This is an optimization exercise on Yosys and OpenROAD, whose aim is a short achievable clock period and few clock cycles, not a production implementation. In this exercise RTL edits were held to simulation tests only and were not proved equivalent to the original. Power is estimated from default activity; no workload was simulated.

$ cat flow/design.v
`timescale 1ns/1ps
module fetch_stage (
    input  logic        clk,
    input  logic        reset,
    input  logic        start,
    input  logic        retire,
    input  logic [9:0]  next_pc,
    input  logic        halt,
    output logic        imem_cyc,
    output logic        imem_stb,
    output logic [9:0]  imem_adr,
    input  logic [31:0] imem_rdata,
    input  logic        imem_ack,
    output logic        fetched,
    output logic [31:0] instr,
    output logic        halted
);
    localparam logic [1:0] ST_IDLE   = 2'd0;
    localparam logic [1:0] ST_REQ    = 2'd1;
    localparam logic [1:0] ST_WAIT   = 2'd2;
    localparam logic [1:0] ST_HALTED = 2'd3;
    logic [1:0] state;
    logic [9:0] pc;
    assign imem_cyc = (state == ST_REQ);
    assign imem_stb = (state == ST_REQ);
    assign imem_adr = pc;
    always_ff @(posedge clk) begin
        if (reset) begin
            state   <= ST_IDLE;
            pc      <= '0;
            fetched <= 1'b0;
            halted  <= 1'b0;
        end else begin
            fetched <= 1'b0;
            case (state)
                ST_IDLE, ST_HALTED: begin
                    if (start) begin
                        pc     <= '0;
                        halted <= 1'b0;
                        state  <= ST_REQ;
                    end
                end
                ST_REQ: begin
                    if (imem_ack) begin
                        fetched <= 1'b1;
                        state   <= ST_WAIT;
                    end
                end
                ST_WAIT: begin
                    if (retire) begin
                        if (halt) begin
                            halted <= 1'b1;
                            state  <= ST_HALTED;
                        end else begin
                            pc    <= next_pc;
                            state <= ST_REQ;
                        end
                    end
                end
                default: state <= ST_IDLE;
            endcase
        end
    end
    always_ff @(posedge clk) begin
        if (imem_cyc && imem_ack) begin
            instr <= imem_rdata;
        end
    end
endmodule
`timescale 1ns/1ps
module decode_stage (
    input  logic        clk,
    input  logic        reset,
    input  logic        fetched,
    input  logic [31:0] instr,
    output logic        issue_valid,
    output logic [3:0]  issue_op,
    output logic [3:0]  issue_rd,
    output logic [3:0]  issue_rs1,
    output logic [3:0]  issue_rs2,
    output logic [31:0] issue_imm,
    output logic [31:0] issue_offset
);
    logic [19:0] raw_imm;
    logic [31:0] imm_sext;
    logic [31:0] imm_zext;
    assign raw_imm  = instr[19:0];
    assign imm_sext = {{12{raw_imm[19]}}, raw_imm};
    assign imm_zext = {12'd0, raw_imm};
    always_ff @(posedge clk) begin
        if (reset) begin
            issue_valid <= 1'b0;
        end else begin
            issue_valid <= fetched;
        end
    end
    always_ff @(posedge clk) begin
        if (fetched) begin
            issue_op     <= instr[31:28];
            issue_rd     <= instr[27:24];
            issue_rs1    <= instr[23:20];
            issue_rs2    <= instr[19:16];
            issue_imm    <= imm_sext;
            issue_offset <= imm_zext;
        end
    end
endmodule
`timescale 1ns/1ps
module lane_execute (
    input  logic         clk,
    input  logic         reset,
    input  logic         start,
    input  logic         issue_valid,
    input  logic [3:0]   issue_op,
    input  logic [3:0]   issue_rd,
    input  logic [3:0]   issue_rs1,
    input  logic [3:0]   issue_rs2,
    input  logic [31:0]  issue_imm,
    input  logic [31:0]  issue_offset,
    output logic         store_req,
    output logic [3:0]   store_mask,
    output logic [127:0] store_addr,
    output logic [127:0] store_data,
    input  logic         store_done,
    output logic         retire,
    output logic [9:0]   next_pc,
    output logic         halt
);
    localparam int NUM_LANES = 4;
    localparam int NUM_REGS  = 16;
    localparam logic [3:0] OP_ADD   = 4'h0;
    localparam logic [3:0] OP_SUB   = 4'h1;
    localparam logic [3:0] OP_AND   = 4'h2;
    localparam logic [3:0] OP_OR    = 4'h3;
    localparam logic [3:0] OP_ADDI  = 4'h4;
    localparam logic [3:0] OP_TID   = 4'h5;
    localparam logic [3:0] OP_MASK  = 4'h6;
    localparam logic [3:0] OP_BNZ   = 4'h7;
    localparam logic [3:0] OP_STORE = 4'h8;
    localparam logic [3:0] OP_HALT  = 4'h9;
    logic [31:0] regs [0:NUM_LANES*NUM_REGS-1];
    logic [3:0]  mask;
    logic [9:0]  pc;
    logic        store_busy;
    logic [31:0] rs1_val [0:NUM_LANES-1];
    logic [31:0] rs2_val [0:NUM_LANES-1];
    logic [31:0] alu_res [0:NUM_LANES-1];
    logic [3:0]  nonzero;
    logic        writes_rd;
    logic        branch_taken;
    always_comb begin
        for (int l = 0; l < NUM_LANES; l++) begin
            rs1_val[l] = regs[l*NUM_REGS + int'(issue_rs1)];
            rs2_val[l] = regs[l*NUM_REGS + int'(issue_rs2)];
            nonzero[l] = (rs1_val[l] != 32'd0);
            case (issue_op)
                OP_ADD:  alu_res[l] = rs1_val[l] + rs2_val[l];
                OP_SUB:  alu_res[l] = rs1_val[l] - rs2_val[l];
                OP_AND:  alu_res[l] = rs1_val[l] & rs2_val[l];
                OP_OR:   alu_res[l] = rs1_val[l] | rs2_val[l];
                OP_ADDI: alu_res[l] = rs1_val[l] + issue_imm;
                OP_TID:  alu_res[l] = 32'(l);
                default: alu_res[l] = 32'd0;
            endcase
        end
    end
    assign writes_rd = (issue_op == OP_ADD) || (issue_op == OP_SUB) ||
                       (issue_op == OP_AND) || (issue_op == OP_OR) ||
                       (issue_op == OP_ADDI) || (issue_op == OP_TID);
    assign branch_taken = (mask != 4'd0) && ((nonzero & mask) == mask);
    assign store_mask = mask;
    always_comb begin
        for (int l = 0; l < NUM_LANES; l++) begin
            store_addr[l*32 +: 32] = rs1_val[l] + issue_imm;
            store_data[l*32 +: 32] = rs2_val[l];
        end
    end
    always_ff @(posedge clk) begin
        if (reset || start) begin
            for (int i = 0; i < NUM_LANES*NUM_REGS; i++) begin
                regs[i] <= 32'd0;
            end
            mask       <= 4'hf;
            pc         <= 10'd0;
            next_pc    <= 10'd0;
            retire     <= 1'b0;
            halt       <= 1'b0;
            store_req  <= 1'b0;
            store_busy <= 1'b0;
        end else begin
            retire    <= 1'b0;
            halt      <= 1'b0;
            store_req <= 1'b0;
            if (retire) begin
                pc <= next_pc;
            end
            if (issue_valid) begin
                if (issue_op == OP_BNZ && branch_taken) begin
                    next_pc <= pc + 10'd1 + issue_offset[9:0];
                end else begin
                    next_pc <= pc + 10'd1;
                end
                if (writes_rd) begin
                    for (int l = 0; l < NUM_LANES; l++) begin
                        if (mask[l]) begin
                            regs[l*NUM_REGS + int'(issue_rd)] <= alu_res[l];
                        end
                    end
                end
                if (issue_op == OP_MASK) begin
                    mask <= nonzero;
                end
                if (issue_op == OP_STORE) begin
                    store_req  <= 1'b1;
                    store_busy <= 1'b1;
                end else begin
                    retire <= 1'b1;
                    halt   <= (issue_op == OP_HALT);
                end
            end else if (store_busy && store_done) begin
                store_busy <= 1'b0;
                retire     <= 1'b1;
            end
        end
    end
endmodule
`timescale 1ns/1ps
module store_unit (
    input  logic         clk,
    input  logic         reset,
    input  logic         store_req,
    input  logic [3:0]   store_mask,
    input  logic [127:0] store_addr,
    input  logic [127:0] store_data,
    output logic         store_done,
    output logic         dmem_cyc,
    output logic         dmem_stb,
    output logic         dmem_we,
    output logic [31:0]  dmem_adr,
    output logic [31:0]  dmem_wdata,
    input  logic         dmem_ack
);
    localparam int NUM_LANES = 4;
    logic [3:0]   pending;
    logic [3:0]   rest;
    logic [127:0] addr_q;
    logic [127:0] data_q;
    logic [1:0]   lane;
    logic [1:0]   first_lane;
    logic         active;
    always_comb begin
        first_lane = 2'd0;
        for (int l = NUM_LANES - 1; l >= 0; l--) begin
            if (pending[l]) begin
                first_lane = 2'(l);
            end
        end
    end
    assign rest = pending & ~(4'd1 << lane);
    always_ff @(posedge clk) begin
        if (reset) begin
            pending    <= 4'd0;
            lane       <= 2'd0;
            active     <= 1'b0;
            store_done <= 1'b0;
        end else begin
            store_done <= 1'b0;
            if (store_req) begin
                pending    <= store_mask;
                store_done <= (store_mask == 4'd0);
            end else if (active) begin
                if (dmem_ack) begin
                    active     <= 1'b0;
                    pending    <= rest;
                    store_done <= (rest == 4'd0);
                end
            end else if (pending != 4'd0) begin
                lane   <= first_lane;
                active <= 1'b1;
            end
        end
    end
    always_ff @(posedge clk) begin
        if (store_req) begin
            addr_q <= store_addr;
            data_q <= store_data;
        end
    end
    assign dmem_cyc   = active;
    assign dmem_stb   = active;
    assign dmem_we    = active;
    assign dmem_adr   = addr_q[lane*32 +: 32];
    assign dmem_wdata = data_q[lane*32 +: 32];
endmodule
`timescale 1ns/1ps
module simt_core (
    input  logic        clk,
    input  logic        reset,
    input  logic        start,
    output logic        halted,
    output logic        imem_cyc,
    output logic        imem_stb,
    output logic [9:0]  imem_adr,
    input  logic [31:0] imem_rdata,
    input  logic        imem_ack,
    output logic        dmem_cyc,
    output logic        dmem_stb,
    output logic        dmem_we,
    output logic [31:0] dmem_adr,
    output logic [31:0] dmem_wdata,
    input  logic        dmem_ack
);
    logic         fetched;
    logic [31:0]  instr;
    logic         retire;
    logic [9:0]   next_pc;
    logic         halt;
    logic         issue_valid;
    logic [3:0]   issue_op;
    logic [3:0]   issue_rd;
    logic [3:0]   issue_rs1;
    logic [3:0]   issue_rs2;
    logic [31:0]  issue_imm;
    logic [31:0]  issue_offset;
    logic         store_req;
    logic [3:0]   store_mask;
    logic [127:0] store_addr;
    logic [127:0] store_data;
    logic         store_done;
    fetch_stage fetch_inst (
        .clk        (clk),
        .reset      (reset),
        .start      (start),
        .retire     (retire),
        .next_pc    (next_pc),
        .halt       (halt),
        .imem_cyc   (imem_cyc),
        .imem_stb   (imem_stb),
        .imem_adr   (imem_adr),
        .imem_rdata (imem_rdata),
        .imem_ack   (imem_ack),
        .fetched    (fetched),
        .instr      (instr),
        .halted     (halted)
    );
    decode_stage decode_inst (
        .clk          (clk),
        .reset        (reset),
        .fetched      (fetched),
        .instr        (instr),
        .issue_valid  (issue_valid),
        .issue_op     (issue_op),
        .issue_rd     (issue_rd),
        .issue_rs1    (issue_rs1),
        .issue_rs2    (issue_rs2),
        .issue_imm    (issue_imm),
        .issue_offset (issue_offset)
    );
    lane_execute execute_inst (
        .clk          (clk),
        .reset        (reset),
        .start        (start),
        .issue_valid  (issue_valid),
        .issue_op     (issue_op),
        .issue_rd     (issue_rd),
        .issue_rs1    (issue_rs1),
        .issue_rs2    (issue_rs2),
        .issue_imm    (issue_imm),
        .issue_offset (issue_offset),
        .store_req    (store_req),
        .store_mask   (store_mask),
        .store_addr   (store_addr),
        .store_data   (store_data),
        .store_done   (store_done),
        .retire       (retire),
        .next_pc      (next_pc),
        .halt         (halt)
    );
    store_unit store_inst (
        .clk        (clk),
        .reset      (reset),
        .store_req  (store_req),
        .store_mask (store_mask),
        .store_addr (store_addr),
        .store_data (store_data),
        .store_done (store_done),
        .dmem_cyc   (dmem_cyc),
        .dmem_stb   (dmem_stb),
        .dmem_we    (dmem_we),
        .dmem_adr   (dmem_adr),
        .dmem_wdata (dmem_wdata),
        .dmem_ack   (dmem_ack)
    );
endmodule
$ cat flow/run.sh
#!/bin/bash
# synth_recipe.tcl (not shown) runs the flow's synth.tcl, then flattens the netlist and writes it again
# the make line also repeats each setting of config.mk as NAME=value (left out here)
make -C /OpenROAD-flow-scripts/flow DESIGN_CONFIG=/design/flow/config.mk WORK_HOME=/design/flow/orfs CLKGATE_MAP_FILE= SYNTH_SCRIPT=/design/flow/synth_recipe.tcl finish
$ cat flow/config.mk
export PLATFORM = sky130hd
export DESIGN_NAME = simt_core
export DESIGN_NICKNAME = simt_core
export VERILOG_FILES = /design/flow/design.v
export SDC_FILE = /design/flow/constraint.sdc
export NUM_CORES = 4
export LEC_CHECK = 0
export CAP_MARGIN = 20
export CORE_MARGIN = 2
export CORE_UTILIZATION = 40
export SLEW_MARGIN = 20
$ cat flow/constraint.sdc
create_clock -name core_clock -period 10.0 [get_ports {clk}]
set_input_delay 2.0000 -clock core_clock [delete_from_list [all_inputs] [get_ports {clk}]]
set_output_delay 2.0000 -clock core_clock [all_outputs]
set_load 0.01 [all_outputs]
==> results.cfg <==
[logic_synthesis]
synthXorXnorAreaFrac = 0.0223
synth-edff-count = 2368
synth.area.top_cells = edfxtp_1 53%, mux4_2 19%, nor2_1 6.5%
synth_fa_ha_area_frac = 0.0268
ys_types = 82
synth-main-ff-cell = edfxtp_1
yosysTopAreaCell = edfxtp_1
yosysMostFrequentCell = edfxtp_1
yosys_warnings = 7
yosys.area_share.simple = 0.104
synth_cells = 10200
syn_area_per_cell_um2 = 13.1
synth_top_cell_area_share = 0.528
mappedNetlistArea_um2 = 135000
ys_seq_elements = 2427
yosys-top-cells-count = 2368 x edfxtp_1, 2318 x nor2_1, 1146 x mux4_2
synth_compound_area_frac = 0.0761
muxShareOfSynthArea = 0.206
seq_area_frac_synth = 0.537
postSynth.asyncResetShare = 0
synth_top_family_by_area = multiplexers
synth_nets = 10600

[floorplan]
dieArea_um2 = 341000
initial_utilization = 0.403
std_cell_rows = 212
die_x_um = 584
pin_count = 117
core-area_um2 = 334000
die_h_um = 584

[min_path]
hold_class = reg -> reg
hp-start = fetch_inst.instr[3]

[clocking]
clk_latency_ps = 920
clockRootBuffer = clkbuf_16
cts_max_level = 5
post_cts_buffers = 0
clockBufferDepth = 4
hold_buffers = 0
clkTransAtPathRegs_ps = 70
clkSinkCount = 2427
cts_inserted_buffers = 276
postCtsResizedCells = 0
cts_tree = built

[power_and_ir_drop]
peakVddDrop_uv = 122
power-per-cell-area_nw_per_um2 = 169
p_sw_frac = 0.276
p_int_mw = 18.5
power_frac_clock = 0.390
switchingPower_mw = 7.07
p_total_mw = 25.6
pwr-share-comb = 0.149
p_seq_frac = 0.460
p_leak_nw = 53.5

[sta]
finalSetupViolations = 0
rsz0062_at_grt = false
hold_viol = 0
worst_pin_slew_ps = 1280
fmax_mhz = 116
max_slew_margin = 0.142
skew_ps = 44.6
drv_slew = 0
period_share = 0.865
fin_setup_tns_ps = 0
period_needed_ps = 8650

[critical_path]
end_kind = flop
timing.rr.start = decode_inst.issue_imm[16]
path_class = reg -> reg
crit_fanout = 43
arrival_ps = 9270
crit_required_ps = 10620
crit_start = decode_inst.issue_imm[16]
cp-start-kind = flop

[routing]
drtAntennaViolNets = 0
drcViolationCount = 0
routed_wl_um = 537000
vias = 99600
dr.first_iter.drc_count = 15600
via_per_inst = 6.70
first_pass_iters = 7
wire_per_inst_um = 36.2

[global_route]
grt_pass1_vias = 96600
grt.total_usage = 0.310
grt_pass1_wl_um = 745000
antenna_found_initial = 34
gr-total-overflow = 0
grt_max_degree = 179

[cells_and_area]
nNetsFinal = 10600
finalNonFillerCells = 14900
synthToLayoutAreaGrowth_pct = 12.1
layout-drive-gt1-share = 0.215
finalCoreUtilization = 0.451
fillers = 29700

[run]
maxCapViolations = 0

[outcome]
status = complete, no violations

[place]
place.port_buffers = 116
gp_congestion = 1.02
dp_hpwl_um = 342000
dp_cells = 14400
[worst max-delay path, stage by stage, from the launching register on]
cell	delay, ps
edfxtp_1	1080
buf_12	400
mux4_2	570
o22ai_1	360
nor2_1	240
a2111oi_1	1110
nand3_1	190
buf_4	220
nor3_1	580
a21oi_1	180
xnor2_1	170
ha_1	410
nand3_1	140
nor2_1	200
nand3_1	140
nor3_1	190
o21ai_0	140
nand3_1	250
o221a_2	280
o221ai_1	150
xnor2_1	160
a221oi_2	920
nor2_1	100
[area by class of cell]
cell class              instances  area, um^2  area share
inverters                     122         460     0.00305
clock inverters               148        1230     0.00814
diodes                         10        25.0    0.000166
clock buffers                 340        7400      0.0490
multi-input cells            6894       59400       0.394
repair buffers                531        4480      0.0297
well taps                    4387        5490      0.0364
flip-flops and latches       2427       72300       0.479
[metal layers]
metal  wire (um)  vias to the layer above  global-route usage
li1            -                    39400                   -
met1      196000                    51000               0.410
met2      236000                     7620               0.465
met3       69100                     1489              0.0772
met4       36400                       22               0.176
met5         231                        -             0.00154
[flip-flops by register name, indices dropped and copies added (netlist names), 10 cells and up, named ones only]
| register | flops |
|---|---|
| fetch_inst.instr | 32 |
| execute_inst.pc | 10 |
| execute_inst.regs | 2048 |
| fetch_inst.pc | 10 |
| execute_inst.next_pc | 10 |
| store_inst.data_q | 128 |
| store_inst.addr_q | 128 |
| decode_inst.issue_imm | 20 |
[logic make-up after synthesis]
logic type	after synthesis
AND/OR/NAND/NOR	3418
XOR/XNOR	342
AO/OA/AOI/OAI	1520
adder cells (fa/ha/maj)	283
multiplexers	1331
flip-flops	2427
buffers and inverters	928
[cells in the final DEF, fill, tap and decap left out, types with 52 or more instances in the layout]
| master | netlist | layout |
|---|---|---|
| a22oi_1 | 233 | 233 |
| o21a_1 | 52 | 52 |
| nor2_1 | 2318 | 2309 |
| a221oi_1 | 105 | 59 |
| a21oi_1 | 332 | 325 |
| inv_1 | 120 | 119 |
| nand2b_1 | 77 | 77 |
| clkdlybuf4s50_1 | 0 | 116 |
| nand2_2 | 0 | 117 |
| a21o_1 | 119 | 119 |
| nand3_1 | 69 | 69 |
| xor2_1 | 116 | 116 |
| ha_1 | 274 | 274 |
| nor3_1 | 71 | 69 |
| edfxtp_1 | 2368 | 2368 |
| xnor2_1 | 226 | 225 |
| nand2_1 | 605 | 476 |
| buf_4 | 35 | 398 |
| o21ai_0 | 283 | 282 |
| clkbuf_16 | 0 | 285 |
| clkinv_1 | 1 | 52 |
| mux2i_1 | 160 | 160 |
| mux4_2 | 1146 | 1146 |
[stage by stage]
stage                     cell area, um^2  hold slack (ps)  setup slack [ps]
final                              151000              417              1350
after global routing               151000              422              1120
after CTS                          151000              420              1740
after detailed placement           142000              405              1810
after global placement             142000              409              1820
after floorplan                    135000              400              2350
[power by group through the flow]
| stage | logic [mW] | registers (mW) | clock network (mW) |
|---|---|---|---|
| 2_1_floorplan | 2.36 | 11.9 | 0 |
| 3_3_place_gp | 3.65 | 11.9 | 0 |
| 3_5_place_dp | 3.67 | 12.0 | 0 |
| 4_1_cts | 3.70 | 11.8 | 10.0 |
| 5_1_grt | 3.96 | 11.8 | 10.4 |
| 6_report | 3.81 | 11.8 | 9.98 |
[path summary, 6_finish.rpt]
path | endpoint | slack [ps] | depth (start not counted)
worst min-delay path | decode_inst.issue_imm[3] | 420 | 0
worst max-delay path | execute_inst.regs[35][31] | 1350 | 22
worst max register to register | execute_inst.regs[35][31] | 1350 | 22
worst min register to register | decode_inst.issue_imm[3] | 420 | 0
Testbench counts, summed over its fixed seeds: cycles 114,323.

## what the ideal ports hide
No port has a modelled driver above. Below, the same layout with a new extraction and two added sets of constraints.
Step 1 (the two cells are an assumption about what drives the block):
set clk [get_ports {clk}]
set_driving_cell -lib_cell sky130_fd_sc_hd__clkbuf_16 $clk
set_driving_cell -lib_cell sky130_fd_sc_hd__buf_2 [delete_from_list [all_inputs] $clk]
Step 2 moves the port delays by t, midway between the first and last clock arrival at a register: inputs arrive t later, outputs are due t later. That takes back most of the time a late clock gives input paths.
a / b / c = ideal ports / drivers / drivers and shift; a / b = the first two.
shift t [ns]: 1.022
slack for setup (ns): 1.351 / 1.351 / 1.351
hold slack, ns: 0.417 / 0.417 / 0.417
clock arrival spread, ns: 0.044 / 0.044
worst register clock-pin slew, ns: 0.07 / 0.07
After both steps this run still meets setup and hold. The setup slack of this run moves by 0.000 ns with the drivers and by 0.000 ns with both steps.
